Source: an optimization exercise on an open RTL-to-GDS flow (aim: small area, a short achievable clock period and few clock cycles per item). Production flows keep margins and buffers that such runs may drop. RTL that was checked went through simulation tests only; none was proved equivalent to the original. Only the layout flow was run in run 1; the RTL was not checked for function there.

### flow/standard.sh
#!/bin/bash
# synth_recipe.tcl (not shown) runs the flow's synth.tcl, then flattens the netlist and writes it again
# the make line also repeats each setting of config.mk as NAME=value (left out here)
make -C /OpenROAD-flow-scripts/flow DESIGN_CONFIG=/design/flow/config.mk WORK_HOME=/design/flow/orfs CLKGATE_MAP_FILE= SYNTH_SCRIPT=/design/flow/synth_recipe.tcl "${@:-finish}"
### flow/flow/run.sh
#!/bin/bash
# The standard layout (standard.sh: the standard flow's synthesis and ORFS flow, unchanged
# scripts), with two optimisation knobs passed to ORFS's make:
#  - port buffers use buf_2 instead of the resizer's default pick (a slow
#    delay buffer), so input and output paths are not held back by them;
#  - repair_timing aims for 46.5 ns of setup slack on the 60 ns clock, so it
#    upsizes/buffers the few paths that are slower than the I/O paths anyway.
# The clock period and the SDC are the design's; nothing else changes.
set -euo pipefail
bash standard.sh SETUP_SLACK_MARGIN=46.5 'BUFFER_PORTS_ARGS=-buffer_cell sky130_fd_sc_hd__buf_2' finish > layout.log 2>&1
### flow/config.mk
export PLATFORM = sky130hd
export DESIGN_NAME = sparse_matrix_mult
export DESIGN_NICKNAME = sparse_matrix_mult
export VERILOG_FILES = /design/flow/design.v
export SDC_FILE = /design/flow/constraint.sdc
export NUM_CORES = 4
export LEC_CHECK = 0
export ABC_AREA = 1
export CAP_MARGIN = 20
export CORE_MARGIN = 2
export CORE_UTILIZATION = 45
export PLACE_DENSITY = 0.6
export SLEW_MARGIN = 20
### flow/design.v
package smm_pkg;
  localparam int unsigned MAX_NNZ = 8;
  localparam int unsigned IDX_W   = 5;
  localparam int unsigned VAL_W   = 4;
  localparam int unsigned OUT_W   = 9;
  localparam int unsigned SUM_W   = 7;    
endpackage
import smm_pkg::*;
module smm_result_list
(
  input  logic                            start_i,    
  input  logic [MAX_NNZ-1:0]              va_i,
  input  logic [MAX_NNZ-1:0][IDX_W-1:0]   ar_i,
  input  logic [MAX_NNZ-1:0][SUM_W-1:0]   av_i,
  input  logic [MAX_NNZ-1:0]              vb_i,
  input  logic [MAX_NNZ-1:0][MAX_NNZ-1:0] m_i,      
  input  logic [MAX_NNZ-1:0]              has_i,    
  input  logic [MAX_NNZ-1:0][IDX_W-1:0]   bc_i,
  input  logic [MAX_NNZ-1:0][VAL_W-1:0]   bv_i,
  input  logic [MAX_NNZ-1:0]              gm_i,
  input  logic [MAX_NNZ-1:0]              pm_i,
  output logic [IDX_W-1:0]                row_o,
  output logic [IDX_W-1:0]                col_o,
  output logic [OUT_W-1:0]                val_o,
  output logic [MAX_NNZ-1:0]              gm_o,
  output logic [MAX_NNZ-1:0]              pm_o,
  output logic                            last_o
);
  localparam int N = MAX_NNZ;
  logic [N-1:0][N-1:0] le;       
  logic [N-1:0] sr;              
  logic [N-1:0] f0, g0, gm, pm, match, cand, hm, pga, after, fn, gn;
  logic [N-1:0][SUM_W-1:0] t;
  logic [N*VAL_W-1:0] gbv;
  logic more, any_next;
  always_comb begin
    for (int j = 0; j < N; j++) begin
      le[j][j] = 1'b1;
      for (int k = j + 1; k < N; k++) begin
        le[j][k] = bc_i[j] <= bc_i[k];
        le[k][j] = !(bc_i[j] < bc_i[k]);
      end
    end
    sr[0] = 1'b0;
    for (int i = 1; i < N; i++) sr[i] = va_i[i] && (ar_i[i] == ar_i[i-1]);
    for (int i = 0; i < N; i++) begin
      f0[i] = has_i[i];
      for (int k = 0; k < i; k++) if (has_i[k]) f0[i] = 1'b0;
      if (i == 0) g0[i] = f0[i];
      else        g0[i] = f0[i] || (g0[i-1] && sr[i]);
    end
    gm = start_i ? g0 : gm_i;
    pm = start_i ? vb_i : pm_i;
    for (int j = 0; j < N; j++) begin
      match[j] = 1'b0;
      t[j]     = '0;
      for (int i = 0; i < N; i++) if (gm[i] && m_i[i][j]) begin
        match[j] = 1'b1;
        t[j]     = t[j] | av_i[i];
      end
      cand[j] = match[j] && pm[j];
    end
    for (int j = 0; j < N; j++) begin
      hm[j] = cand[j];
      for (int k = 0; k < N; k++) if (k != j && cand[k] && !le[j][k]) hm[j] = 1'b0;
    end
    more = |(cand & ~hm);
    row_o = '0;
    for (int i = 0; i < N; i++) if (gm[i]) row_o = row_o | ar_i[i];
    col_o = '0;
    for (int j = 0; j < N; j++) if (hm[j]) col_o = col_o | bc_i[j];
    for (int j = 0; j < N; j++) gbv[j*VAL_W +: VAL_W] = hm[j] ? bv_i[j] : '0;
    for (int i = 0; i < N; i++) begin
      if (i == 0) pga[i] = gm[i];
      else        pga[i] = gm[i] || pga[i-1];
    end
    after = pga & ~gm & has_i;
    any_next = |after;
    for (int i = 0; i < N; i++) begin
      fn[i] = after[i];
      for (int k = 0; k < i; k++) if (after[k]) fn[i] = 1'b0;
      if (i == 0) gn[i] = fn[i];
      else        gn[i] = fn[i] || (gn[i-1] && sr[i]);
    end
    gm_o   = more ? gm : gn;
    pm_o   = more ? (pm & ~hm) : vb_i;
    last_o = !more && !any_next;
  end
  smm_val_sum u_sum (
    .gb  (gbv),
    .t   (t),
    .val (val_o)
  );
endmodule
module smm_val_sum (
  input  logic [31:0] gb,
  input  logic [55:0] t,
  output logic [8:0] val
);
  logic s1, c2, s3, c4, s5, c6, s7, c8;
  logic s9, c10, s11, c12, s13, c14, s15, c16;
  logic s17, c18, s19, c20, s21, c22, s23, c24;
  logic s25, c26, s27, c28, s29, c30, s31, c32;
  logic s33, c34, s35, c36, s37, c38, s39, c40;
  logic s41, c42, s43, c44, s45, c46, s47, c48;
  logic s49, c50, s51, c52, s53, c54, s55, c56;
  logic s57, c58, s59, c60, s61, c62, s63, c64;
  logic s65, c66, s67, c68, s69, c70, s71, c72;
  logic s73, c74, s75, c76, s77, c78, s79, c80;
  logic s81, c82, s83, c84, s85, c86, s87, c88;
  logic s89, c90, s91, c92, s93, c94, s95, c96;
  logic s97, c98, s99, c100, s101, c102, s103, c104;
  logic s105, c106, s107, c108, s109, c110, s111, c112;
  logic s113, c114, s115, c116, s117, c118, s119, c120;
  logic s121, c122, s123, c124, s125, c126, s127, c128;
  logic s129, c130, s131, c132, s133, c134, s135, c136;
  logic s137, c138, s139, c140, s141, c142, s143, c144;
  logic s145, c146, s147, c148, s149, c150, s151, c152;
  logic s153, c154, s155, c156, s157, c158, s159, c160;
  logic s161, c162, s163, c164, s165, c166, s167, c168;
  logic s169, c170, s171, c172, s173, c174, s175, c176;
  logic s177, c178, s179, c180, s181, c182, s183, c184;
  logic s185, c186, s187, c188, s189, c190, s191, c192;
  logic s193, c194, s195, c196, s197, c198, s199, c200;
  logic s201, c202, s203, c204, s205, c206, s207, c208;
  logic s209, c210, s211, c212, s213, c214, s215, c216;
  logic s217, c218, s219, c220, s221, c222, s223, c224;
  logic s225, c226, s227, c228, s229, c230, s231, c232;
  logic s233, c234, s235, c236, s237, c238, s239, c240;
  logic s241, c242, s243, c244, s245, c246, s247, c248;
  logic s249, c250, s251, c252, s253, c254, s255, c256;
  logic s257, c258, s259, c260, s261, c262, s263, c264;
  logic s265, c266, s267, c268, s269, c270, s271, c272;
  logic s273, c274, s275, c276, s277, c278, s279, c280;
  logic s281, c282, s283, c284, s285, c286, s287, c288;
  logic s289, c290, s291, c292, s293, c294, s295, c296;
  logic s297, c298, s299, c300, s301, c302, s303, c304;
  logic s305, c306, s307, c308, s309, c310, s311, c312;
  logic s313, c314, s315, c316, s317, c318, s319, c320;
  logic s321, c322, s323, c324, s325, c326, s327, c328;
  logic s329, c330, s331, c332, s333, c334, s335, c336;
  logic s337, c338, s339, c340, s341, c342, s343, c344;
  logic s345, c346, s347, c348, s349, c350, s351, c352;
  logic s353, c354, s355, c356, s357, c358, s359, c360;
  logic s361, c362, s363, c364, s365, c366, s367, c368;
  logic s369, c370, s371, c372, s373, c374, s375, c376;
  logic s377, c378;
  logic [8:0] ra, rb;
  assign s1 = (gb[0] & t[3]) ^ (gb[1] & t[2]) ^ (gb[2] & t[1]);
  assign c2 = ((gb[0] & t[3]) & (gb[1] & t[2])) | ((gb[2] & t[1]) & ((gb[0] & t[3]) ^ (gb[1] & t[2])));
  assign s3 = (gb[3] & t[0]) ^ (gb[4] & t[10]) ^ (gb[5] & t[9]);
  assign c4 = ((gb[3] & t[0]) & (gb[4] & t[10])) | ((gb[5] & t[9]) & ((gb[3] & t[0]) ^ (gb[4] & t[10])));
  assign s5 = (gb[0] & t[4]) ^ (gb[1] & t[3]) ^ (gb[2] & t[2]);
  assign c6 = ((gb[0] & t[4]) & (gb[1] & t[3])) | ((gb[2] & t[2]) & ((gb[0] & t[4]) ^ (gb[1] & t[3])));
  assign s7 = (gb[3] & t[1]) ^ (gb[4] & t[11]) ^ (gb[5] & t[10]);
  assign c8 = ((gb[3] & t[1]) & (gb[4] & t[11])) | ((gb[5] & t[10]) & ((gb[3] & t[1]) ^ (gb[4] & t[11])));
  assign s9 = (gb[6] & t[9]) ^ (gb[7] & t[8]) ^ (gb[8] & t[18]);
  assign c10 = ((gb[6] & t[9]) & (gb[7] & t[8])) | ((gb[8] & t[18]) & ((gb[6] & t[9]) ^ (gb[7] & t[8])));
  assign s11 = (gb[0] & t[5]) ^ (gb[1] & t[4]) ^ (gb[2] & t[3]);
  assign c12 = ((gb[0] & t[5]) & (gb[1] & t[4])) | ((gb[2] & t[3]) & ((gb[0] & t[5]) ^ (gb[1] & t[4])));
  assign s13 = (gb[3] & t[2]) ^ (gb[4] & t[12]) ^ (gb[5] & t[11]);
  assign c14 = ((gb[3] & t[2]) & (gb[4] & t[12])) | ((gb[5] & t[11]) & ((gb[3] & t[2]) ^ (gb[4] & t[12])));
  assign s15 = (gb[6] & t[10]) ^ (gb[7] & t[9]) ^ (gb[8] & t[19]);
  assign c16 = ((gb[6] & t[10]) & (gb[7] & t[9])) | ((gb[8] & t[19]) & ((gb[6] & t[10]) ^ (gb[7] & t[9])));
  assign s17 = (gb[9] & t[18]) ^ (gb[10] & t[17]);
  assign c18 = (gb[9] & t[18]) & (gb[10] & t[17]);
  assign s19 = (gb[0] & t[6]) ^ (gb[1] & t[5]) ^ (gb[2] & t[4]);
  assign c20 = ((gb[0] & t[6]) & (gb[1] & t[5])) | ((gb[2] & t[4]) & ((gb[0] & t[6]) ^ (gb[1] & t[5])));
  assign s21 = (gb[3] & t[3]) ^ (gb[4] & t[13]) ^ (gb[5] & t[12]);
  assign c22 = ((gb[3] & t[3]) & (gb[4] & t[13])) | ((gb[5] & t[12]) & ((gb[3] & t[3]) ^ (gb[4] & t[13])));
  assign s23 = (gb[6] & t[11]) ^ (gb[7] & t[10]) ^ (gb[8] & t[20]);
  assign c24 = ((gb[6] & t[11]) & (gb[7] & t[10])) | ((gb[8] & t[20]) & ((gb[6] & t[11]) ^ (gb[7] & t[10])));
  assign s25 = (gb[9] & t[19]) ^ (gb[10] & t[18]) ^ (gb[11] & t[17]);
  assign c26 = ((gb[9] & t[19]) & (gb[10] & t[18])) | ((gb[11] & t[17]) & ((gb[9] & t[19]) ^ (gb[10] & t[18])));
  assign s27 = (gb[0] & t[2]) ^ (gb[1] & t[1]) ^ (gb[2] & t[0]);
  assign c28 = ((gb[0] & t[2]) & (gb[1] & t[1])) | ((gb[2] & t[0]) & ((gb[0] & t[2]) ^ (gb[1] & t[1])));
  assign s29 = (gb[4] & t[9]) ^ (gb[5] & t[8]) ^ (gb[6] & t[7]);
  assign c30 = ((gb[4] & t[9]) & (gb[5] & t[8])) | ((gb[6] & t[7]) & ((gb[4] & t[9]) ^ (gb[5] & t[8])));
  assign s31 = (gb[8] & t[16]) ^ (gb[9] & t[15]);
  assign c32 = (gb[8] & t[16]) & (gb[9] & t[15]);
  assign s33 = s1 ^ s3 ^ (gb[6] & t[8]);
  assign c34 = (s1 & s3) | ((gb[6] & t[8]) & (s1 ^ s3));
  assign s35 = (gb[7] & t[7]) ^ (gb[8] & t[17]) ^ (gb[9] & t[16]);
  assign c36 = ((gb[7] & t[7]) & (gb[8] & t[17])) | ((gb[9] & t[16]) & ((gb[7] & t[7]) ^ (gb[8] & t[17])));
  assign s37 = (gb[10] & t[15]) ^ (gb[11] & t[14]) ^ (gb[12] & t[24]);
  assign c38 = ((gb[10] & t[15]) & (gb[11] & t[14])) | ((gb[12] & t[24]) & ((gb[10] & t[15]) ^ (gb[11] & t[14])));
  assign s39 = (gb[13] & t[23]) ^ (gb[14] & t[22]) ^ (gb[15] & t[21]);
  assign c40 = ((gb[13] & t[23]) & (gb[14] & t[22])) | ((gb[15] & t[21]) & ((gb[13] & t[23]) ^ (gb[14] & t[22])));
  assign s41 = (gb[16] & t[31]) ^ (gb[17] & t[30]) ^ (gb[18] & t[29]);
  assign c42 = ((gb[16] & t[31]) & (gb[17] & t[30])) | ((gb[18] & t[29]) & ((gb[16] & t[31]) ^ (gb[17] & t[30])));
  assign s43 = (gb[19] & t[28]) ^ (gb[20] & t[38]) ^ (gb[21] & t[37]);
  assign c44 = ((gb[19] & t[28]) & (gb[20] & t[38])) | ((gb[21] & t[37]) & ((gb[19] & t[28]) ^ (gb[20] & t[38])));
  assign s45 = s5 ^ s7 ^ s9;
  assign c46 = (s5 & s7) | (s9 & (s5 ^ s7));
  assign s47 = (gb[9] & t[17]) ^ (gb[10] & t[16]) ^ (gb[11] & t[15]);
  assign c48 = ((gb[9] & t[17]) & (gb[10] & t[16])) | ((gb[11] & t[15]) & ((gb[9] & t[17]) ^ (gb[10] & t[16])));
  assign s49 = (gb[12] & t[25]) ^ (gb[13] & t[24]) ^ (gb[14] & t[23]);
  assign c50 = ((gb[12] & t[25]) & (gb[13] & t[24])) | ((gb[14] & t[23]) & ((gb[12] & t[25]) ^ (gb[13] & t[24])));
  assign s51 = (gb[15] & t[22]) ^ (gb[16] & t[32]) ^ (gb[17] & t[31]);
  assign c52 = ((gb[15] & t[22]) & (gb[16] & t[32])) | ((gb[17] & t[31]) & ((gb[15] & t[22]) ^ (gb[16] & t[32])));
  assign s53 = (gb[18] & t[30]) ^ (gb[19] & t[29]) ^ (gb[20] & t[39]);
  assign c54 = ((gb[18] & t[30]) & (gb[19] & t[29])) | ((gb[20] & t[39]) & ((gb[18] & t[30]) ^ (gb[19] & t[29])));
  assign s55 = (gb[21] & t[38]) ^ (gb[22] & t[37]) ^ (gb[23] & t[36]);
  assign c56 = ((gb[21] & t[38]) & (gb[22] & t[37])) | ((gb[23] & t[36]) & ((gb[21] & t[38]) ^ (gb[22] & t[37])));
  assign s57 = (gb[24] & t[46]) ^ (gb[25] & t[45]) ^ (gb[26] & t[44]);
  assign c58 = ((gb[24] & t[46]) & (gb[25] & t[45])) | ((gb[26] & t[44]) & ((gb[24] & t[46]) ^ (gb[25] & t[45])));
  assign s59 = (gb[27] & t[43]) ^ (gb[28] & t[53]);
  assign c60 = (gb[27] & t[43]) & (gb[28] & t[53]);
  assign s61 = s11 ^ s13 ^ s15;
  assign c62 = (s11 & s13) | (s15 & (s11 ^ s13));
  assign s63 = s17 ^ (gb[11] & t[16]) ^ (gb[12] & t[26]);
  assign c64 = (s17 & (gb[11] & t[16])) | ((gb[12] & t[26]) & (s17 ^ (gb[11] & t[16])));
  assign s65 = (gb[13] & t[25]) ^ (gb[14] & t[24]) ^ (gb[15] & t[23]);
  assign c66 = ((gb[13] & t[25]) & (gb[14] & t[24])) | ((gb[15] & t[23]) & ((gb[13] & t[25]) ^ (gb[14] & t[24])));
  assign s67 = (gb[16] & t[33]) ^ (gb[17] & t[32]) ^ (gb[18] & t[31]);
  assign c68 = ((gb[16] & t[33]) & (gb[17] & t[32])) | ((gb[18] & t[31]) & ((gb[16] & t[33]) ^ (gb[17] & t[32])));
  assign s69 = (gb[19] & t[30]) ^ (gb[20] & t[40]) ^ (gb[21] & t[39]);
  assign c70 = ((gb[19] & t[30]) & (gb[20] & t[40])) | ((gb[21] & t[39]) & ((gb[19] & t[30]) ^ (gb[20] & t[40])));
  assign s71 = (gb[22] & t[38]) ^ (gb[23] & t[37]) ^ (gb[24] & t[47]);
  assign c72 = ((gb[22] & t[38]) & (gb[23] & t[37])) | ((gb[24] & t[47]) & ((gb[22] & t[38]) ^ (gb[23] & t[37])));
  assign s73 = (gb[25] & t[46]) ^ (gb[26] & t[45]) ^ (gb[27] & t[44]);
  assign c74 = ((gb[25] & t[46]) & (gb[26] & t[45])) | ((gb[27] & t[44]) & ((gb[25] & t[46]) ^ (gb[26] & t[45])));
  assign s75 = (gb[28] & t[54]) ^ (gb[29] & t[53]) ^ (gb[30] & t[52]);
  assign c76 = ((gb[28] & t[54]) & (gb[29] & t[53])) | ((gb[30] & t[52]) & ((gb[28] & t[54]) ^ (gb[29] & t[53])));
  assign s77 = (gb[31] & t[51]) ^ c6;
  assign c78 = (gb[31] & t[51]) & c6;
  assign s79 = s19 ^ s21 ^ s23;
  assign c80 = (s19 & s21) | (s23 & (s19 ^ s21));
  assign s81 = s25 ^ (gb[12] & t[27]) ^ (gb[13] & t[26]);
  assign c82 = (s25 & (gb[12] & t[27])) | ((gb[13] & t[26]) & (s25 ^ (gb[12] & t[27])));
  assign s83 = (gb[14] & t[25]) ^ (gb[15] & t[24]) ^ (gb[16] & t[34]);
  assign c84 = ((gb[14] & t[25]) & (gb[15] & t[24])) | ((gb[16] & t[34]) & ((gb[14] & t[25]) ^ (gb[15] & t[24])));
  assign s85 = (gb[17] & t[33]) ^ (gb[18] & t[32]) ^ (gb[19] & t[31]);
  assign c86 = ((gb[17] & t[33]) & (gb[18] & t[32])) | ((gb[19] & t[31]) & ((gb[17] & t[33]) ^ (gb[18] & t[32])));
  assign s87 = (gb[20] & t[41]) ^ (gb[21] & t[40]) ^ (gb[22] & t[39]);
  assign c88 = ((gb[20] & t[41]) & (gb[21] & t[40])) | ((gb[22] & t[39]) & ((gb[20] & t[41]) ^ (gb[21] & t[40])));
  assign s89 = (gb[23] & t[38]) ^ (gb[24] & t[48]) ^ (gb[25] & t[47]);
  assign c90 = ((gb[23] & t[38]) & (gb[24] & t[48])) | ((gb[25] & t[47]) & ((gb[23] & t[38]) ^ (gb[24] & t[48])));
  assign s91 = (gb[26] & t[46]) ^ (gb[27] & t[45]) ^ (gb[28] & t[55]);
  assign c92 = ((gb[26] & t[46]) & (gb[27] & t[45])) | ((gb[28] & t[55]) & ((gb[26] & t[46]) ^ (gb[27] & t[45])));
  assign s93 = (gb[29] & t[54]) ^ (gb[30] & t[53]) ^ (gb[31] & t[52]);
  assign c94 = ((gb[29] & t[54]) & (gb[30] & t[53])) | ((gb[31] & t[52]) & ((gb[29] & t[54]) ^ (gb[30] & t[53])));
  assign s95 = c12 ^ c14 ^ c16;
  assign c96 = (c12 & c14) | (c16 & (c12 ^ c14));
  assign s97 = (gb[1] & t[6]) ^ (gb[2] & t[5]) ^ (gb[3] & t[4]);
  assign c98 = ((gb[1] & t[6]) & (gb[2] & t[5])) | ((gb[3] & t[4]) & ((gb[1] & t[6]) ^ (gb[2] & t[5])));
  assign s99 = (gb[5] & t[13]) ^ (gb[6] & t[12]) ^ (gb[7] & t[11]);
  assign c100 = ((gb[5] & t[13]) & (gb[6] & t[12])) | ((gb[7] & t[11]) & ((gb[5] & t[13]) ^ (gb[6] & t[12])));
  assign s101 = (gb[9] & t[20]) ^ (gb[10] & t[19]) ^ (gb[11] & t[18]);
  assign c102 = ((gb[9] & t[20]) & (gb[10] & t[19])) | ((gb[11] & t[18]) & ((gb[9] & t[20]) ^ (gb[10] & t[19])));
  assign s103 = (gb[13] & t[27]) ^ (gb[14] & t[26]) ^ (gb[15] & t[25]);
  assign c104 = ((gb[13] & t[27]) & (gb[14] & t[26])) | ((gb[15] & t[25]) & ((gb[13] & t[27]) ^ (gb[14] & t[26])));
  assign s105 = (gb[17] & t[34]) ^ (gb[18] & t[33]) ^ (gb[19] & t[32]);
  assign c106 = ((gb[17] & t[34]) & (gb[18] & t[33])) | ((gb[19] & t[32]) & ((gb[17] & t[34]) ^ (gb[18] & t[33])));
  assign s107 = (gb[21] & t[41]) ^ (gb[22] & t[40]) ^ (gb[23] & t[39]);
  assign c108 = ((gb[21] & t[41]) & (gb[22] & t[40])) | ((gb[23] & t[39]) & ((gb[21] & t[41]) ^ (gb[22] & t[40])));
  assign s109 = (gb[25] & t[48]) ^ (gb[26] & t[47]) ^ (gb[27] & t[46]);
  assign c110 = ((gb[25] & t[48]) & (gb[26] & t[47])) | ((gb[27] & t[46]) & ((gb[25] & t[48]) ^ (gb[26] & t[47])));
  assign s111 = (gb[29] & t[55]) ^ (gb[30] & t[54]) ^ (gb[31] & t[53]);
  assign c112 = ((gb[29] & t[55]) & (gb[30] & t[54])) | ((gb[31] & t[53]) & ((gb[29] & t[55]) ^ (gb[30] & t[54])));
  assign s113 = c20 ^ c22 ^ c24;
  assign c114 = (c20 & c22) | (c24 & (c20 ^ c22));
  assign s115 = (gb[2] & t[6]) ^ (gb[3] & t[5]) ^ (gb[6] & t[13]);
  assign c116 = ((gb[2] & t[6]) & (gb[3] & t[5])) | ((gb[6] & t[13]) & ((gb[2] & t[6]) ^ (gb[3] & t[5])));
  assign s117 = (gb[7] & t[12]) ^ (gb[10] & t[20]) ^ (gb[11] & t[19]);
  assign c118 = ((gb[7] & t[12]) & (gb[10] & t[20])) | ((gb[11] & t[19]) & ((gb[7] & t[12]) ^ (gb[10] & t[20])));
  assign s119 = (gb[14] & t[27]) ^ (gb[15] & t[26]) ^ (gb[18] & t[34]);
  assign c120 = ((gb[14] & t[27]) & (gb[15] & t[26])) | ((gb[18] & t[34]) & ((gb[14] & t[27]) ^ (gb[15] & t[26])));
  assign s121 = (gb[0] & t[1]) ^ (gb[1] & t[0]) ^ (gb[4] & t[8]);
  assign c122 = ((gb[0] & t[1]) & (gb[1] & t[0])) | ((gb[4] & t[8]) & ((gb[0] & t[1]) ^ (gb[1] & t[0])));
  assign s123 = (gb[5] & t[7]) ^ (gb[8] & t[15]);
  assign c124 = (gb[5] & t[7]) & (gb[8] & t[15]);
  assign s125 = s27 ^ s29 ^ s31;
  assign c126 = (s27 & s29) | (s31 & (s27 ^ s29));
  assign s127 = (gb[10] & t[14]) ^ (gb[12] & t[23]) ^ (gb[13] & t[22]);
  assign c128 = ((gb[10] & t[14]) & (gb[12] & t[23])) | ((gb[13] & t[22]) & ((gb[10] & t[14]) ^ (gb[12] & t[23])));
  assign s129 = (gb[14] & t[21]) ^ (gb[16] & t[30]) ^ (gb[17] & t[29]);
  assign c130 = ((gb[14] & t[21]) & (gb[16] & t[30])) | ((gb[17] & t[29]) & ((gb[14] & t[21]) ^ (gb[16] & t[30])));
  assign s131 = (gb[18] & t[28]) ^ (gb[20] & t[37]) ^ (gb[21] & t[36]);
  assign c132 = ((gb[18] & t[28]) & (gb[20] & t[37])) | ((gb[21] & t[36]) & ((gb[18] & t[28]) ^ (gb[20] & t[37])));
  assign s133 = s33 ^ s35 ^ s37;
  assign c134 = (s33 & s35) | (s37 & (s33 ^ s35));
  assign s135 = s39 ^ s41 ^ s43;
  assign c136 = (s39 & s41) | (s43 & (s39 ^ s41));
  assign s137 = (gb[22] & t[36]) ^ (gb[23] & t[35]) ^ (gb[24] & t[45]);
  assign c138 = ((gb[22] & t[36]) & (gb[23] & t[35])) | ((gb[24] & t[45]) & ((gb[22] & t[36]) ^ (gb[23] & t[35])));
  assign s139 = (gb[25] & t[44]) ^ (gb[26] & t[43]) ^ (gb[27] & t[42]);
  assign c140 = ((gb[25] & t[44]) & (gb[26] & t[43])) | ((gb[27] & t[42]) & ((gb[25] & t[44]) ^ (gb[26] & t[43])));
  assign s141 = (gb[28] & t[52]) ^ (gb[29] & t[51]) ^ (gb[30] & t[50]);
  assign c142 = ((gb[28] & t[52]) & (gb[29] & t[51])) | ((gb[30] & t[50]) & ((gb[28] & t[52]) ^ (gb[29] & t[51])));
  assign s143 = s45 ^ s47 ^ s49;
  assign c144 = (s45 & s47) | (s49 & (s45 ^ s47));
  assign s145 = s51 ^ s53 ^ s55;
  assign c146 = (s51 & s53) | (s55 & (s51 ^ s53));
  assign s147 = s57 ^ s59 ^ (gb[29] & t[52]);
  assign c148 = (s57 & s59) | ((gb[29] & t[52]) & (s57 ^ s59));
  assign s149 = (gb[30] & t[51]) ^ (gb[31] & t[50]) ^ c2;
  assign c150 = ((gb[30] & t[51]) & (gb[31] & t[50])) | (c2 & ((gb[30] & t[51]) ^ (gb[31] & t[50])));
  assign s151 = c4 ^ c34 ^ c36;
  assign c152 = (c4 & c34) | (c36 & (c4 ^ c34));
  assign s153 = c38 ^ c40;
  assign c154 = c38 & c40;
  assign s155 = s61 ^ s63 ^ s65;
  assign c156 = (s61 & s63) | (s65 & (s61 ^ s63));
  assign s157 = s67 ^ s69 ^ s71;
  assign c158 = (s67 & s69) | (s71 & (s67 ^ s69));
  assign s159 = s73 ^ s75 ^ s77;
  assign c160 = (s73 & s75) | (s77 & (s73 ^ s75));
  assign s161 = c8 ^ c10 ^ c46;
  assign c162 = (c8 & c10) | (c46 & (c8 ^ c10));
  assign s163 = c48 ^ c50 ^ c52;
  assign c164 = (c48 & c50) | (c52 & (c48 ^ c50));
  assign s165 = c54 ^ c56 ^ c58;
  assign c166 = (c54 & c56) | (c58 & (c54 ^ c56));
  assign s167 = s79 ^ s81 ^ s83;
  assign c168 = (s79 & s81) | (s83 & (s79 ^ s81));
  assign s169 = s85 ^ s87 ^ s89;
  assign c170 = (s85 & s87) | (s89 & (s85 ^ s87));
  assign s171 = s91 ^ s93 ^ s95;
  assign c172 = (s91 & s93) | (s95 & (s91 ^ s93));
  assign s173 = c18 ^ c62 ^ c64;
  assign c174 = (c18 & c62) | (c64 & (c18 ^ c62));
  assign s175 = c66 ^ c68 ^ c70;
  assign c176 = (c66 & c68) | (c70 & (c66 ^ c68));
  assign s177 = c72 ^ c74 ^ c76;
  assign c178 = (c72 & c74) | (c76 & (c72 ^ c74));
  assign s179 = s97 ^ s99 ^ s101;
  assign c180 = (s97 & s99) | (s101 & (s97 ^ s99));
  assign s181 = s103 ^ s105 ^ s107;
  assign c182 = (s103 & s105) | (s107 & (s103 ^ s105));
  assign s183 = s109 ^ s111 ^ s113;
  assign c184 = (s109 & s111) | (s113 & (s109 ^ s111));
  assign s185 = c26 ^ c80 ^ c82;
  assign c186 = (c26 & c80) | (c82 & (c26 ^ c80));
  assign s187 = c84 ^ c86 ^ c88;
  assign c188 = (c84 & c86) | (c88 & (c84 ^ c86));
  assign s189 = c90 ^ c92 ^ c94;
  assign c190 = (c90 & c92) | (c94 & (c90 ^ c92));
  assign s191 = s115 ^ s117 ^ s119;
  assign c192 = (s115 & s117) | (s119 & (s115 ^ s117));
  assign s193 = (gb[19] & t[33]) ^ (gb[22] & t[41]) ^ (gb[23] & t[40]);
  assign c194 = ((gb[19] & t[33]) & (gb[22] & t[41])) | ((gb[23] & t[40]) & ((gb[19] & t[33]) ^ (gb[22] & t[41])));
  assign s195 = (gb[26] & t[48]) ^ (gb[27] & t[47]) ^ (gb[30] & t[55]);
  assign c196 = ((gb[26] & t[48]) & (gb[27] & t[47])) | ((gb[30] & t[55]) & ((gb[26] & t[48]) ^ (gb[27] & t[47])));
  assign s197 = (gb[31] & t[54]) ^ c98 ^ c100;
  assign c198 = ((gb[31] & t[54]) & c98) | (c100 & ((gb[31] & t[54]) ^ c98));
  assign s199 = c102 ^ c104 ^ c106;
  assign c200 = (c102 & c104) | (c106 & (c102 ^ c104));
  assign s201 = c108 ^ c110 ^ c112;
  assign c202 = (c108 & c110) | (c112 & (c108 ^ c110));
  assign s203 = s121 ^ s123 ^ (gb[9] & t[14]);
  assign c204 = (s121 & s123) | ((gb[9] & t[14]) & (s121 ^ s123));
  assign s205 = (gb[12] & t[22]) ^ (gb[13] & t[21]) ^ (gb[16] & t[29]);
  assign c206 = ((gb[12] & t[22]) & (gb[13] & t[21])) | ((gb[16] & t[29]) & ((gb[12] & t[22]) ^ (gb[13] & t[21])));
  assign s207 = s125 ^ s127 ^ s129;
  assign c208 = (s125 & s127) | (s129 & (s125 ^ s127));
  assign s209 = s131 ^ (gb[22] & t[35]) ^ (gb[24] & t[44]);
  assign c210 = (s131 & (gb[22] & t[35])) | ((gb[24] & t[44]) & (s131 ^ (gb[22] & t[35])));
  assign s211 = (gb[25] & t[43]) ^ (gb[26] & t[42]) ^ (gb[28] & t[51]);
  assign c212 = ((gb[25] & t[43]) & (gb[26] & t[42])) | ((gb[28] & t[51]) & ((gb[25] & t[43]) ^ (gb[26] & t[42])));
  assign s213 = s133 ^ s135 ^ s137;
  assign c214 = (s133 & s135) | (s137 & (s133 ^ s135));
  assign s215 = s139 ^ s141 ^ (gb[31] & t[49]);
  assign c216 = (s139 & s141) | ((gb[31] & t[49]) & (s139 ^ s141));
  assign s217 = c28 ^ c30 ^ c32;
  assign c218 = (c28 & c30) | (c32 & (c28 ^ c30));
  assign s219 = c126 ^ c128;
  assign c220 = c126 & c128;
  assign s221 = s143 ^ s145 ^ s147;
  assign c222 = (s143 & s145) | (s147 & (s143 ^ s145));
  assign s223 = s149 ^ s151 ^ s153;
  assign c224 = (s149 & s151) | (s153 & (s149 ^ s151));
  assign s225 = c42 ^ c44 ^ c134;
  assign c226 = (c42 & c44) | (c134 & (c42 ^ c44));
  assign s227 = c136 ^ c138 ^ c140;
  assign c228 = (c136 & c138) | (c140 & (c136 ^ c138));
  assign s229 = s155 ^ s157 ^ s159;
  assign c230 = (s155 & s157) | (s159 & (s155 ^ s157));
  assign s231 = s161 ^ s163 ^ s165;
  assign c232 = (s161 & s163) | (s165 & (s161 ^ s163));
  assign s233 = c60 ^ c144 ^ c146;
  assign c234 = (c60 & c144) | (c146 & (c60 ^ c144));
  assign s235 = c148 ^ c150 ^ c152;
  assign c236 = (c148 & c150) | (c152 & (c148 ^ c150));
  assign s237 = s167 ^ s169 ^ s171;
  assign c238 = (s167 & s169) | (s171 & (s167 ^ s169));
  assign s239 = s173 ^ s175 ^ s177;
  assign c240 = (s173 & s175) | (s177 & (s173 ^ s175));
  assign s241 = c78 ^ c156 ^ c158;
  assign c242 = (c78 & c156) | (c158 & (c78 ^ c156));
  assign s243 = c160 ^ c162 ^ c164;
  assign c244 = (c160 & c162) | (c164 & (c160 ^ c162));
  assign s245 = s179 ^ s181 ^ s183;
  assign c246 = (s179 & s181) | (s183 & (s179 ^ s181));
  assign s247 = s185 ^ s187 ^ s189;
  assign c248 = (s185 & s187) | (s189 & (s185 ^ s187));
  assign s249 = c96 ^ c168 ^ c170;
  assign c250 = (c96 & c168) | (c170 & (c96 ^ c168));
  assign s251 = c172 ^ c174 ^ c176;
  assign c252 = (c172 & c174) | (c176 & (c172 ^ c174));
  assign s253 = s191 ^ s193 ^ s195;
  assign c254 = (s191 & s193) | (s195 & (s191 ^ s193));
  assign s255 = s197 ^ s199 ^ s201;
  assign c256 = (s197 & s199) | (s201 & (s197 ^ s199));
  assign s257 = c114 ^ c180 ^ c182;
  assign c258 = (c114 & c180) | (c182 & (c114 ^ c180));
  assign s259 = c184 ^ c186 ^ c188;
  assign c260 = (c184 & c186) | (c188 & (c184 ^ c186));
  assign s261 = (gb[0] & t[0]) ^ (gb[4] & t[7]) ^ (gb[8] & t[14]);
  assign c262 = ((gb[0] & t[0]) & (gb[4] & t[7])) | ((gb[8] & t[14]) & ((gb[0] & t[0]) ^ (gb[4] & t[7])));
  assign s263 = s203 ^ s205 ^ (gb[17] & t[28]);
  assign c264 = (s203 & s205) | ((gb[17] & t[28]) & (s203 ^ s205));
  assign s265 = (gb[20] & t[36]) ^ (gb[21] & t[35]) ^ (gb[24] & t[43]);
  assign c266 = ((gb[20] & t[36]) & (gb[21] & t[35])) | ((gb[24] & t[43]) & ((gb[20] & t[36]) ^ (gb[21] & t[35])));
  assign s267 = s207 ^ s209 ^ s211;
  assign c268 = (s207 & s209) | (s211 & (s207 ^ s209));
  assign s269 = (gb[29] & t[50]) ^ (gb[30] & t[49]) ^ c122;
  assign c270 = ((gb[29] & t[50]) & (gb[30] & t[49])) | (c122 & ((gb[29] & t[50]) ^ (gb[30] & t[49])));
  assign s271 = c124 ^ c204;
  assign c272 = c124 & c204;
  assign s273 = s213 ^ s215 ^ s217;
  assign c274 = (s213 & s215) | (s217 & (s213 ^ s215));
  assign s275 = s219 ^ c130 ^ c132;
  assign c276 = (s219 & c130) | (c132 & (s219 ^ c130));
  assign s277 = c208 ^ c210 ^ c212;
  assign c278 = (c208 & c210) | (c212 & (c208 ^ c210));
  assign s279 = s221 ^ s223 ^ s225;
  assign c280 = (s221 & s223) | (s225 & (s221 ^ s223));
  assign s281 = s227 ^ c142 ^ c214;
  assign c282 = (s227 & c142) | (c214 & (s227 ^ c142));
  assign s283 = c216 ^ c218 ^ c220;
  assign c284 = (c216 & c218) | (c220 & (c216 ^ c218));
  assign s285 = s229 ^ s231 ^ s233;
  assign c286 = (s229 & s231) | (s233 & (s229 ^ s231));
  assign s287 = s235 ^ c154 ^ c222;
  assign c288 = (s235 & c154) | (c222 & (s235 ^ c154));
  assign s289 = c224 ^ c226 ^ c228;
  assign c290 = (c224 & c226) | (c228 & (c224 ^ c226));
  assign s291 = s237 ^ s239 ^ s241;
  assign c292 = (s237 & s239) | (s241 & (s237 ^ s239));
  assign s293 = s243 ^ c166 ^ c230;
  assign c294 = (s243 & c166) | (c230 & (s243 ^ c166));
  assign s295 = c232 ^ c234 ^ c236;
  assign c296 = (c232 & c234) | (c236 & (c232 ^ c234));
  assign s297 = s245 ^ s247 ^ s249;
  assign c298 = (s245 & s247) | (s249 & (s245 ^ s247));
  assign s299 = s251 ^ c178 ^ c238;
  assign c300 = (s251 & c178) | (c238 & (s251 ^ c178));
  assign s301 = c240 ^ c242 ^ c244;
  assign c302 = (c240 & c242) | (c244 & (c240 ^ c242));
  assign s303 = s253 ^ s255 ^ s257;
  assign c304 = (s253 & s255) | (s257 & (s253 ^ s255));
  assign s305 = s259 ^ c190 ^ c246;
  assign c306 = (s259 & c190) | (c246 & (s259 ^ c190));
  assign s307 = c248 ^ c250 ^ c252;
  assign c308 = (c248 & c250) | (c252 & (c248 ^ c250));
  assign s309 = s261 ^ (gb[12] & t[21]) ^ (gb[16] & t[28]);
  assign c310 = (s261 & (gb[12] & t[21])) | ((gb[16] & t[28]) & (s261 ^ (gb[12] & t[21])));
  assign s311 = s263 ^ s265 ^ (gb[25] & t[42]);
  assign c312 = (s263 & s265) | ((gb[25] & t[42]) & (s263 ^ s265));
  assign s313 = (gb[28] & t[50]) ^ (gb[29] & t[49]);
  assign c314 = (gb[28] & t[50]) & (gb[29] & t[49]);
  assign s315 = s267 ^ s269 ^ s271;
  assign c316 = (s267 & s269) | (s271 & (s267 ^ s269));
  assign s317 = c206 ^ c264 ^ c266;
  assign c318 = (c206 & c264) | (c266 & (c206 ^ c264));
  assign s319 = s273 ^ s275 ^ s277;
  assign c320 = (s273 & s275) | (s277 & (s273 ^ s275));
  assign s321 = c268 ^ c270 ^ c272;
  assign c322 = (c268 & c270) | (c272 & (c268 ^ c270));
  assign s323 = s279 ^ s281 ^ s283;
  assign c324 = (s279 & s281) | (s283 & (s279 ^ s281));
  assign s325 = c274 ^ c276 ^ c278;
  assign c326 = (c274 & c276) | (c278 & (c274 ^ c276));
  assign s327 = s285 ^ s287 ^ s289;
  assign c328 = (s285 & s287) | (s289 & (s285 ^ s287));
  assign s329 = c280 ^ c282 ^ c284;
  assign c330 = (c280 & c282) | (c284 & (c280 ^ c282));
  assign s331 = s291 ^ s293 ^ s295;
  assign c332 = (s291 & s293) | (s295 & (s291 ^ s293));
  assign s333 = c286 ^ c288 ^ c290;
  assign c334 = (c286 & c288) | (c290 & (c286 ^ c288));
  assign s335 = s297 ^ s299 ^ s301;
  assign c336 = (s297 & s299) | (s301 & (s297 ^ s299));
  assign s337 = c292 ^ c294 ^ c296;
  assign c338 = (c292 & c294) | (c296 & (c292 ^ c294));
  assign s339 = s303 ^ s305 ^ s307;
  assign c340 = (s303 & s305) | (s307 & (s303 ^ s305));
  assign s341 = c298 ^ c300 ^ c302;
  assign c342 = (c298 & c300) | (c302 & (c298 ^ c300));
  assign s343 = s309 ^ (gb[20] & t[35]);
  assign c344 = s309 & (gb[20] & t[35]);
  assign s345 = s311 ^ s313 ^ c262;
  assign c346 = (s311 & s313) | (c262 & (s311 ^ s313));
  assign s347 = s315 ^ s317 ^ c312;
  assign c348 = (s315 & s317) | (c312 & (s315 ^ s317));
  assign s349 = s319 ^ s321 ^ c316;
  assign c350 = (s319 & s321) | (c316 & (s319 ^ s321));
  assign s351 = s323 ^ s325 ^ c320;
  assign c352 = (s323 & s325) | (c320 & (s323 ^ s325));
  assign s353 = s327 ^ s329 ^ c324;
  assign c354 = (s327 & s329) | (c324 & (s327 ^ s329));
  assign s355 = s331 ^ s333 ^ c328;
  assign c356 = (s331 & s333) | (c328 & (s331 ^ s333));
  assign s357 = s335 ^ s337 ^ c332;
  assign c358 = (s335 & s337) | (c332 & (s335 ^ s337));
  assign s359 = s339 ^ s341 ^ c336;
  assign c360 = (s339 & s341) | (c336 & (s339 ^ s341));
  assign s361 = s343 ^ (gb[24] & t[42]);
  assign c362 = s343 & (gb[24] & t[42]);
  assign s363 = s345 ^ c310 ^ c344;
  assign c364 = (s345 & c310) | (c344 & (s345 ^ c310));
  assign s365 = s347 ^ c314 ^ c346;
  assign c366 = (s347 & c314) | (c346 & (s347 ^ c314));
  assign s367 = s349 ^ c318 ^ c348;
  assign c368 = (s349 & c318) | (c348 & (s349 ^ c318));
  assign s369 = s351 ^ c322 ^ c350;
  assign c370 = (s351 & c322) | (c350 & (s351 ^ c322));
  assign s371 = s353 ^ c326 ^ c352;
  assign c372 = (s353 & c326) | (c352 & (s353 ^ c326));
  assign s373 = s355 ^ c330 ^ c354;
  assign c374 = (s355 & c330) | (c354 & (s355 ^ c330));
  assign s375 = s357 ^ c334 ^ c356;
  assign c376 = (s357 & c334) | (c356 & (s357 ^ c334));
  assign s377 = s359 ^ c338 ^ c358;
  assign c378 = (s359 & c338) | (c358 & (s359 ^ c338));
  assign ra = {s377, s375, s373, s371, s369, s367, s365, s363, s361};
  assign rb = {c376, c374, c372, c370, c368, c366, c364, c362, (gb[28] & t[49])};
  assign val = ra + rb;
endmodule
import smm_pkg::*;
module sparse_matrix_mult
(
  input  logic             clk,
  input  logic             rst_n,
  input  logic             in_valid_size,
  input  logic             in_size,
  input  logic             in_valid_a,
  input  logic [IDX_W-1:0] in_row_a,
  input  logic [IDX_W-1:0] in_col_a,
  input  logic [VAL_W-1:0] in_val_a,
  input  logic             in_valid_b,
  input  logic [IDX_W-1:0] in_row_b,
  input  logic [IDX_W-1:0] in_col_b,
  input  logic [VAL_W-1:0] in_val_b,
  output logic             out_valid,
  output logic [IDX_W-1:0] out_row,
  output logic [IDX_W-1:0] out_col,
  output logic [OUT_W-1:0] out_val
);
  localparam int N = MAX_NNZ;
  function automatic logic [SUM_W-1:0] add_f(input logic [SUM_W-1:0] a, input logic [SUM_W-1:0] b);
    logic [SUM_W-1:0] s;
    logic c;
    c = 1'b0;
    for (int i = 0; i < SUM_W; i++) begin
      s[i] = a[i] ^ b[i] ^ c;
      c    = (a[i] && b[i]) || (c && (a[i] ^ b[i]));
    end
    add_f = s;
  endfunction
  localparam logic [1:0] S_IDLE = 2'd0, S_INA = 2'd1, S_INB = 2'd2, S_OUT = 2'd3;
  logic [1:0]       st_q;
  logic             size_q;
  logic [IDX_W-1:0] mask_c;
  logic             aq_v;
  logic [IDX_W-1:0] aq_r, aq_c;
  logic [VAL_W-1:0] aq_w;
  logic [N-1:0]     va_q;
  logic [N-1:0][IDX_W-1:0] ar_q;
  logic [N-1:0][IDX_W-1:0] ac_q;
  logic [N-1:0][SUM_W-1:0] av_q;
  logic [N-1:0]     vb_c;     
  logic [N:0]       bnx_q;    
  logic [N-1:0][N-1:0] m_q;  
  logic [N-1:0]     has_q;    
  logic [N-1:0][IDX_W-1:0] bc_q;
  logic [N-1:0][VAL_W-1:0] bv_q;
  logic [N-1:0]     gm_q, pm_q;
  logic             out_valid_q;
  logic [IDX_W-1:0] out_row_q, out_col_q;
  logic [OUT_W-1:0] out_val_q;
  logic             in_job_c, emit_c;
  logic [IDX_W-1:0] g_row, g_col;
  logic [OUT_W-1:0] g_val;
  logic [N-1:0]     g_gm, g_pm;
  logic             g_last;
  assign mask_c   = {size_q, {(IDX_W-1){1'b1}}};
  assign in_job_c = (st_q == S_INA) || (st_q == S_INB);
  assign emit_c   = ((st_q == S_INB) && !in_valid_b) || (st_q == S_OUT);
  smm_result_list u_gen (
    .start_i (st_q == S_INB),
    .va_i    (va_q),
    .ar_i    (ar_q),
    .av_i    (av_q),
    .vb_i    (vb_c),
    .m_i     (m_q),
    .has_i   (has_q),
    .bc_i    (bc_q),
    .bv_i    (bv_q),
    .gm_i    (gm_q),
    .pm_i    (pm_q),
    .row_o   (g_row),
    .col_o   (g_col),
    .val_o   (g_val),
    .gm_o    (g_gm),
    .pm_o    (g_pm),
    .last_o  (g_last)
  );
  always_ff @(posedge clk or posedge rst_n) begin
    if (rst_n) begin
      st_q        <= S_IDLE;
      out_valid_q <= 1'b0;
    end else begin
      out_valid_q <= emit_c;
      case (st_q)
        S_IDLE:  if (in_valid_size) st_q <= S_INA;
        S_INA:   if (in_valid_b) st_q <= S_INB;
        S_INB:   if (!in_valid_b) st_q <= g_last ? S_IDLE : S_OUT;
        default: if (g_last) st_q <= S_IDLE;
      endcase
    end
  end
  always_ff @(posedge clk) begin
    if ((st_q == S_IDLE) && in_valid_size) size_q <= in_size;
    aq_v <= in_valid_a;
    aq_r <= in_row_a;
    aq_c <= in_col_a;
    aq_w <= in_val_a;
    out_row_q <= g_row;
    out_col_q <= g_col;
    out_val_q <= g_val;
    gm_q <= g_gm;
    pm_q <= g_pm;
  end
  logic [2*IDX_W-1:0] a_key_c;
  logic [N-1:0]       a_lt_c, a_eq_c;
  logic [SUM_W-1:0]   a_hit_v_c, a_sum_c;
  always_comb begin
    a_key_c   = {aq_r & mask_c, aq_c & mask_c};
    a_hit_v_c = '0;
    for (int k = 0; k < N; k++) begin
      a_lt_c[k] = va_q[k] && ({ar_q[k], ac_q[k]} < a_key_c);
      a_eq_c[k] = va_q[k] && ({ar_q[k], ac_q[k]} == a_key_c);
      if (a_eq_c[k]) a_hit_v_c = a_hit_v_c | av_q[k];
    end
    a_sum_c = add_f(a_hit_v_c, SUM_W'(aq_w));
  end
  logic [N-1:0] va_d_c;    
  always_comb begin
    va_d_c = va_q;
    if (in_job_c && aq_v && !(|a_eq_c)) va_d_c = {va_q[N-2:0], 1'b1};
  end
  always_ff @(posedge clk) begin
    if (st_q == S_IDLE) va_q <= '0;
    else va_q <= va_d_c;
  end
  logic [N-1:0][IDX_W-1:0] ac_d;    
  always_comb begin
    for (int k = 0; k < N; k++) begin
      ac_d[k] = ac_q[k];
      if (in_job_c && aq_v && !(|a_eq_c) && !a_lt_c[k])
        ac_d[k] = (k == 0 || a_lt_c[(k+N-1)%N]) ? (aq_c & mask_c) : ac_q[(k+N-1)%N];
    end
  end
  always_ff @(posedge clk) begin
    ac_q <= ac_d;
    if (in_job_c && aq_v) begin
      if (|a_eq_c) begin
        for (int k = 0; k < N; k++) if (a_eq_c[k]) av_q[k] <= a_sum_c;
      end else begin
        for (int k = 0; k < N; k++) begin
          if (!a_lt_c[k]) begin
            if (k == 0 || a_lt_c[(k+N-1)%N]) begin
              ar_q[k] <= aq_r & mask_c;
              av_q[k] <= SUM_W'(aq_w);
            end else begin
              ar_q[k] <= ar_q[(k+N-1)%N];
              av_q[k] <= av_q[(k+N-1)%N];
            end
          end
        end
      end
    end
  end
  always_comb begin
    vb_c[0] = !bnx_q[0];
    for (int k = 1; k < N; k++) vb_c[k] = vb_c[k-1] && !bnx_q[k];
  end
  always_ff @(posedge clk) begin
    if (st_q == S_IDLE) bnx_q <= (N+1)'(1);
    else if (in_valid_b) bnx_q <= {bnx_q[N-1:0], 1'b0};
    for (int k = 0; k < N; k++) begin
      if (bnx_q[k]) begin
        bc_q[k] <= in_col_b & mask_c;
        bv_q[k] <= in_val_b;
      end
    end
  end
  logic [N-1:0] b_hit_c;
  always_comb begin
    for (int i = 0; i < N; i++) b_hit_c[i] = ac_d[i] == (in_row_b & mask_c);
  end
  always_ff @(posedge clk) begin
    if (st_q == S_IDLE) has_q <= '0;
    else if (in_valid_b) has_q <= has_q | (b_hit_c & va_d_c);
    for (int k = 0; k < N; k++)
      if (bnx_q[k])
        for (int i = 0; i < N; i++) m_q[i][k] <= b_hit_c[i];
  end
  assign out_valid = out_valid_q;
  assign out_row   = out_row_q;
  assign out_col   = out_col_q;
  assign out_val   = out_val_q;
endmodule
### flow/constraint.sdc
create_clock -name core_clock -period 60.0 [get_ports {clk}]
set_input_delay 12.0000 -clock core_clock [delete_from_list [all_inputs] [get_ports {clk}]]
set_output_delay 12.0000 -clock core_clock [all_outputs]
set_load 0.01 [all_outputs]
==> results of run 1 <==
-- repair_timing --
| action | 4_1_cts | 5_1_grt |
|---|---|---|
| resized for setup | 4 | 1 |
| pin swaps | 0 | 0 |
| setup endpoints to repair | 35 | 4 |
-- path summary, 6_finish.rpt --
kind | startpoint | to | slack, ns | cells past startpoint
setup / recovery | in_row_b[4] | has_q[0] | 46.63 | 6
hold / removal | aq_r[3] | ar_q[3] | 0.42 | 0
setup reg to reg | st_q[0] | out_val_q[8] | 48.79 | 53
hold reg to reg | aq_r[3] | ar_q[3] | 0.42 | 0
max in group asynchronous | rst_n | st_q[1] | 48.63 | 2
min in group asynchronous | rst_n | out_valid_q | 11.25 | 2
-- critical path: cells and delay by family --
kind | cells | cell delay (ns)
compound gates | 3 | 1.21
buf+inv | 1 | 0.10
simple gates | 2 | 0.58
-- logic make-up after synthesis --
kind of cell,count (synthesis),synth area share
AND/OR/NAND/NOR,1362,0.206
AO/OA/AOI/OAI,716,0.152
buffers and inverters,676,0.0890
adder cells (fa/ha/maj),408,0.216
flip-flops,350,0.320
XOR/XNOR,60,0.0179
-- area by class of cell --
class	count	area share
inverter	629	0.0736
antenna	1	0.0000778
timing repair buffer	82	0.0150
sequential	350	0.291
clock buffer	48	0.0350
tap	855	0.0333
multi-input combinational	2546	0.542
clock inverter	28	0.0105
-- metal layers --
layer / vias up / global-route usage / share of wire
li1: 12300 / - / -
met1: 12700 / 0.430 / 0.41
met2: 1373 / 0.541 / 0.46
met3: 338 / 0.0497 / 0.080
met4: 0 / 0.148 / 0.049
met5: - / 0 / 0
-- cells in the final DEF (no fill, tap or decap), types with 41 or more instances in the layout --
master	n
o221ai_1	67
nor2_1	352
inv_1	573
xor2_1	42
buf_2	53
ha_1	246
nand3_1	185
clkinv_1	50
o22ai_1	104
nand2_1	617
o21ai_0	198
clkbuf_16	44
fa_1	162
nor3_1	41
edfxtp_1	233
dfxtp_1	114
a21oi_1	184
-- registers in the layout (all words and copies together) (netlist names), 9 cells and up --
name and cells:
ac_q 40, ar_q 40, av_q 56, bc_q 40, bv_q 32, m_q 64, out_val_q 9
-- metrics by stage --
stage	utilization
floorplan	-
global placement	0.476
detailed placement	0.476
CTS	0.499
global route	0.500
finish	0.500
==> results.txt, run 1 <==
status=no timing/DRC/antenna violations; RSZ-0062 raised after global routing=yes; pre-CTS WS=between 40 and 50 ns; Worst-path clk slew=~0.06 ns; Port Buffers=between 50 and 60; Via density=slightly below 6; grt total ovfl=0; final instance area=approximately 0.032 mm^2; die area=approximately 0.067 mm^2; layout cell share with drive strength beyond 1=0.0722; CTS Buffer Depth=3; Final Hold Fails=0; vias=roughly 27k; GPL Wtd Cong=1.01; count of state elements after synthesis=350; Avg WL per Cell=24.6 um; startpoint types=primary input; Area Overhead vs Synth=9.83%; cts bufs inserted=between 40 and 50; # hold bufs at CTS=0; Worst Setup Slack, final=~47 ns; # setup viols final=0; Syn Std Cell Area=about 0.03 mm^2; post-DP HPWL=roughly 87000 um; DIE WIDTH=259 um; Mapped Cells=around 3.6k; CTS tree=built; DR DRC count=0; Netlist cell types=64; ANT nets after route=0; vias in the first global route=25.8k; async set or reset register ratio after synthesis=0.00857; Slowest cell on crit path=a2111oi_2; WHS=between 0.4 and 0.5 ns; CP Data Required Time=~61 ns; syn_nets=approximately 4k; area occupied by multi-input gates=about 0.017 mm^2; sequential area share after synthesis=0.320; clk latency of the worst-skew pair=roughly 0.6 ns; Synth top cells by count=617 x nand2_1, 573 x inv_1, 353 x nor2_1, 246 x ha_1, 233 x edfxtp_1; worst path cell trace=buf_2, nand2_1, o21ai_0, a2111oi_2, nand3_1, o21ai_0; IO Pins=54; Initial Util=0.455; largest net degree at the start of global routing=24; Total Wirelength=~110000 um; Worst Hold Class=reg -> reg; CP most frequent cell=o21ai_0; CP max stage delay=around 0.86 ns; row cnt=93; first-pass iteration count of the detailed router=6; H-tree level count=2; fillers=between 6k and 7k; Synth area leader=edfxtp_1; Synth top area share=0.239; final worst path period share=0.223; min Tclk post-route=13.37 ns; clock root cell=clkbuf_16; Mean Syn Cell Area=approximately 8 um^2; cell with the most instances after synthesis=nand2_1; Placeable Area=~0.064 mm^2; Worst setup EP type=flip-flop; kind of critical path=in -> reg; Yosys warning count=2; initial DRC count=approximately 2.8k; Primary FF master, synth=edfxtp_1; All-Layer GR Usage=0.330; first-pass GRT wire length=~160000 um; Setup Buffers After CTS=0; Post-Place Cells=around 4.5k; Worst-Margin Slew=between 1 and 1.5 ns; die height=259 um; max-cap check violation count=0; top cells by area, synth=edfxtp_1 24%, fa_1 11%, ha_1 11%; number of max-slew violations in the final report=0; Worst EP arrival=around 14 ns; slew margin rel.=0.282; CP max FO=10; Clock Sinks=350; non-filler cells, final=4539; Max Fclk=around 0.075 GHz; Setup TNS=0 ns; number of synthesized flops with an enable pin=233; register area=slightly above 0.009 mm^2; initial antenna violation count=0; final clock skew=0.0293 ns; DP Area=0.0306 mm^2; Final nets=slightly above 4k
==> inputs of run 2 (changes only) <==
--- a/flow/design.v
+++ b/flow/design.v
@@ -28,5 +28,6 @@
 );
   localparam int N = MAX_NNZ;
-  logic [N-1:0][N-1:0] le;       
+  logic [N-1:0] alive;           
+  logic         any0;
   logic [N-1:0] sr;              
   logic [N-1:0] f0, g0, gm, pm, match, cand, hm, pga, after, fn, gn;
@@ -35,11 +36,4 @@
   logic more, any_next;
   always_comb begin
-    for (int j = 0; j < N; j++) begin
-      le[j][j] = 1'b1;
-      for (int k = j + 1; k < N; k++) begin
-        le[j][k] = bc_i[j] <= bc_i[k];
-        le[k][j] = !(bc_i[j] < bc_i[k]);
-      end
-    end
     sr[0] = 1'b0;
     for (int i = 1; i < N; i++) sr[i] = va_i[i] && (ar_i[i] == ar_i[i-1]);
@@ -61,8 +55,11 @@
       cand[j] = match[j] && pm[j];
     end
-    for (int j = 0; j < N; j++) begin
-      hm[j] = cand[j];
-      for (int k = 0; k < N; k++) if (k != j && cand[k] && !le[j][k]) hm[j] = 1'b0;
+    alive = cand;
+    for (int b = IDX_W - 1; b >= 0; b--) begin
+      any0 = 1'b0;
+      for (int j = 0; j < N; j++) if (alive[j] && !bc_i[j][b]) any0 = 1'b1;
+      for (int j = 0; j < N; j++) if (any0 && bc_i[j][b]) alive[j] = 1'b0;
     end
+    hm = alive;
     more = |(cand & ~hm);
     row_o = '0;
==> results.txt, run 2 <==
Synth top cells by count=607 x nand2_1, 507 x inv_1, 319 x nor2_1, 233 x edfxtp_1, 162 x fa_1; Initial Util=0.455 (about the same); Biggest register=m_q; CTS Buffer Depth=3 (unchanged); Primary FF master, synth=edfxtp_1; CP max stage delay=0.60 ns (-0.26 ns); largest net degree at the start of global routing=34 (+42%); max FFs per register=64 (unchanged); Final Hold Fails=0 (unchanged); async set or reset register ratio after synthesis=0.00857 (unchanged); Slowest cell on crit path=a2111oi_4; Mapped Cells=3140 (-12%); Setup Buffers After CTS=0 (unchanged); Mean Syn Cell Area=8.35 um^2 (+1.8%); Port Buffers=53 (unchanged); most frequent cells in the layout=595 x nand2_1, 506 x inv_1, 319 x nor2_1; slew margin rel.=0.206 (-0.0756); Yosys warning count=2 (unchanged); area occupied by multi-input gates=0.0147 mm^2 (-16%); number of max-slew violations in the final report=0 (unchanged); Worst Hold Class=reg -> reg; Worst EP arrival=13.87 ns (-0.02 ns); vias in the first global route=23.5k (-8.7%); vias=24.0k (-10%); layout cell share with drive strength beyond 1=0.0889 (+0.0166); Placeable Area=0.0576 mm^2 (-11%); row cnt=88 (-5.4%); Worst-Margin Slew=1.18 ns (+0.130 ns); H-tree level count=2 (unchanged); Synth top area share=0.267 (+0.0280); max-cap check violation count=0 (unchanged); clk latency of the worst-skew pair=0.60 ns (about the same); CP Data Required Time=60.50 ns (-0.02 ns); grt total ovfl=0 (unchanged); Clock Sinks=350 (unchanged); initial antenna violation count=2 (+2); clock root cell=clkbuf_16; CP max FO=13 (+3); kind of critical path=in -> reg; Avg WL per Cell=25.8 um (+4.9%); Netlist cell types=56 (-13%); register area=0.00935 mm^2 (unchanged); CTS tree=built; # hold bufs at CTS=0 (unchanged); first-pass GRT wire length=152000 um (-7.4%); DR DRC count=0 (unchanged); commonest non-fill, non-tap cell in the layout=nand2_1; worst path cell trace=buf_2, nand2_1, xor2_1, o2111ai_1, a2111oi_4, nand3_1, o21ai_0; Antenna diodes=0 (-1); die height=245 um (-5.3%); DIE WIDTH=245 um (-5.3%); CP bufs+invs=1 (unchanged); cell with the most instances after synthesis=nand2_1; IO Pins=54 (unchanged); Via density=5.99 (+1.8%); number of synthesized flops with an enable pin=233 (unchanged); initial DRC count=2592 (-6.0%); Top delay family on crit path=compound AO/OA/AOI/OAI gates; Setup TNS=0 ns (unchanged); Synth area leader=edfxtp_1; All-Layer GR Usage=0.342 (+0.0129); status=no timing/DRC/antenna violations; ANT nets after route=0 (unchanged); count of state elements after synthesis=350 (unchanged); Top Registers=m_q: 64 flops, av_q: 56 flops; Total Wirelength=103000 um (-7.5%); startpoint types=primary input; die area=0.0602 mm^2 (-10%); fillers=5588 (-11%); sequential area share after synthesis=0.357 (+0.0374); Syn Std Cell Area=0.0262 mm^2 (-10%); Worst-path clk slew=0.06 ns (about the same); final core utilization=0.503 (+0.00350); final clock skew=0.0342 ns (+0.00489 ns); Area Overhead vs Synth=10.6%; GPL Wtd Cong=1.04 (+2.5%); syn_nets=3442 (-14%); post-DP HPWL=81200 um (-6.8%); min Tclk post-route=13.37 ns (-0.000400 ns); Max Fclk=0.0748 GHz (about the same); cts bufs inserted=41 (unchanged); final worst path period share=0.223 (about the same); Final nets=3511 (-14%); # setup viols final=0 (unchanged); top cells by area, synth=edfxtp_1 27%, fa_1 12%, dfxtp_1 8.7%; Worst setup EP type=flip-flop; RSZ-0062 raised after global routing=yes; first-pass iteration count of the detailed router=6 (unchanged)
==> run 2: changes by cell type after synthesis, moves of 35 or more <==
cell     change
a21oi_1     -87
ha_1       -140
inv_1       -66
nand3_1     -41
nor3_1      -35
o21ai_0     -63
==> run 2: routing by layer <==
layer | track usage | routed length (um)
met3 | 0.0539 | 8300
met4 | 0.139 | 4680
met2 | 0.538 | 46100
met5 | 0 | 0
met1 | 0.473 | 44200
==> run 2: layout make-up <==
type	instances	area share
timing repair buffer	80	0.0161
clock inverter	22	0.00902
tap	765	0.0330
clock buffer	53	0.0383
multi-input combinational	2159	0.506
inverter	577	0.0747
sequential	350	0.323
==> run 2: worst register-to-register path, delay by kind of cell, from the launching register on <==
| family | cells | cell delay, ns |
|---|---|---|
| AO/OA/AOI/OAI | 5 | 0.86 |
| adder cells (fa/ha/maj) | 9 | 4.62 |
| buffers and inverters | 11 | 0.99 |
| flip-flops | 1 | 0.50 |
| AND/OR/NAND/NOR | 45 | 5.74 |
==> run 2: timing repair <==
item / in CTS / in global routing
setup endpoints to repair: 26 / 47
pin swaps: 0 / 0
resized for setup: 2 / 23
endpoints found under the hold margin: 0 / 0
gates cloned: 0 / 0
==> run 2: path summary, 6_finish.rpt <==
path,from,end,slack [ns],cells after the start
hold reg to reg,aq_r[3],ar_q[3],0.43,0
min in group asynchronous,rst_n,out_valid_q,11.29,2
max in group asynchronous,rst_n,st_q[0],48.58,2
hold / removal,aq_r[3],ar_q[3],0.43,0
setup reg to reg,ar_q[23],out_val_q[8],47.14,70
setup / recovery,in_row_b[4],has_q[6],46.63,7
==> run 2: kinds of logic (layout without fill, tap and decap cells) <==
group,Yosys count,in the layout,share of synthesized area
buf+inv,631,732,0.0917
flops,350,350,0.357
xor+xnor,55,55,0.0184
compound gates,598,598,0.149
fa+ha+maj,268,268,0.174
simple gates,1238,1238,0.210
==> run 2: stage by stage <==
stage | setup slack, ns | cells | area, um^2 | hold WS, ns
finish | 46.63 | 4006 | 29000 | 0.427
global route | 46.23 | 4006 | 29000 | 0.437
CTS | 46.44 | 4005 | 28800 | 0.429
detailed placement | 45.80 | 3930 | 27400 | 0.414
global placement | 45.85 | 3930 | 27400 | 0.411
floorplan | 46.34 | 3140 | 26200 | 0.408
Testbench counts of run 2, summed over its fixed seeds: cycles 14,413, jobs 800.

==> what the ideal ports hide <==
The results above use ideal ports. As a check the final layouts listed here were re-extracted and re-timed, cells and wires unchanged. Step 1: set_driving_cell puts a clkbuf_16 on clk and a buf_2 on each other input, an assumption about the parent block. Step 2 moves the port delays by t, midway between the first and last clock arrival at a register: inputs arrive t later, outputs are due t later. That takes back most of the time a late clock gives input paths. Three values: no drivers, after step 1, after step 2; two values: the first two.
| run | t (ns) | slack for setup (ns) | slew at the worst register clock pin (ns) | worst slew at a driven data input, ns |
|---|---|---|---|---|
| run 1 | 0.657 | 46.629 / 46.680 / 46.023 | 0.07 / 0.07 | 0.03 |
| run 2 | 0.645 | 46.629 / 46.672 / 46.027 | 0.08 / 0.08 | 0.08 |
After both steps setup and hold are still met in every run listed. The setup slack of run 1, which loses most, moves by +0.051 ns with the drivers and by -0.606 ns with both steps.
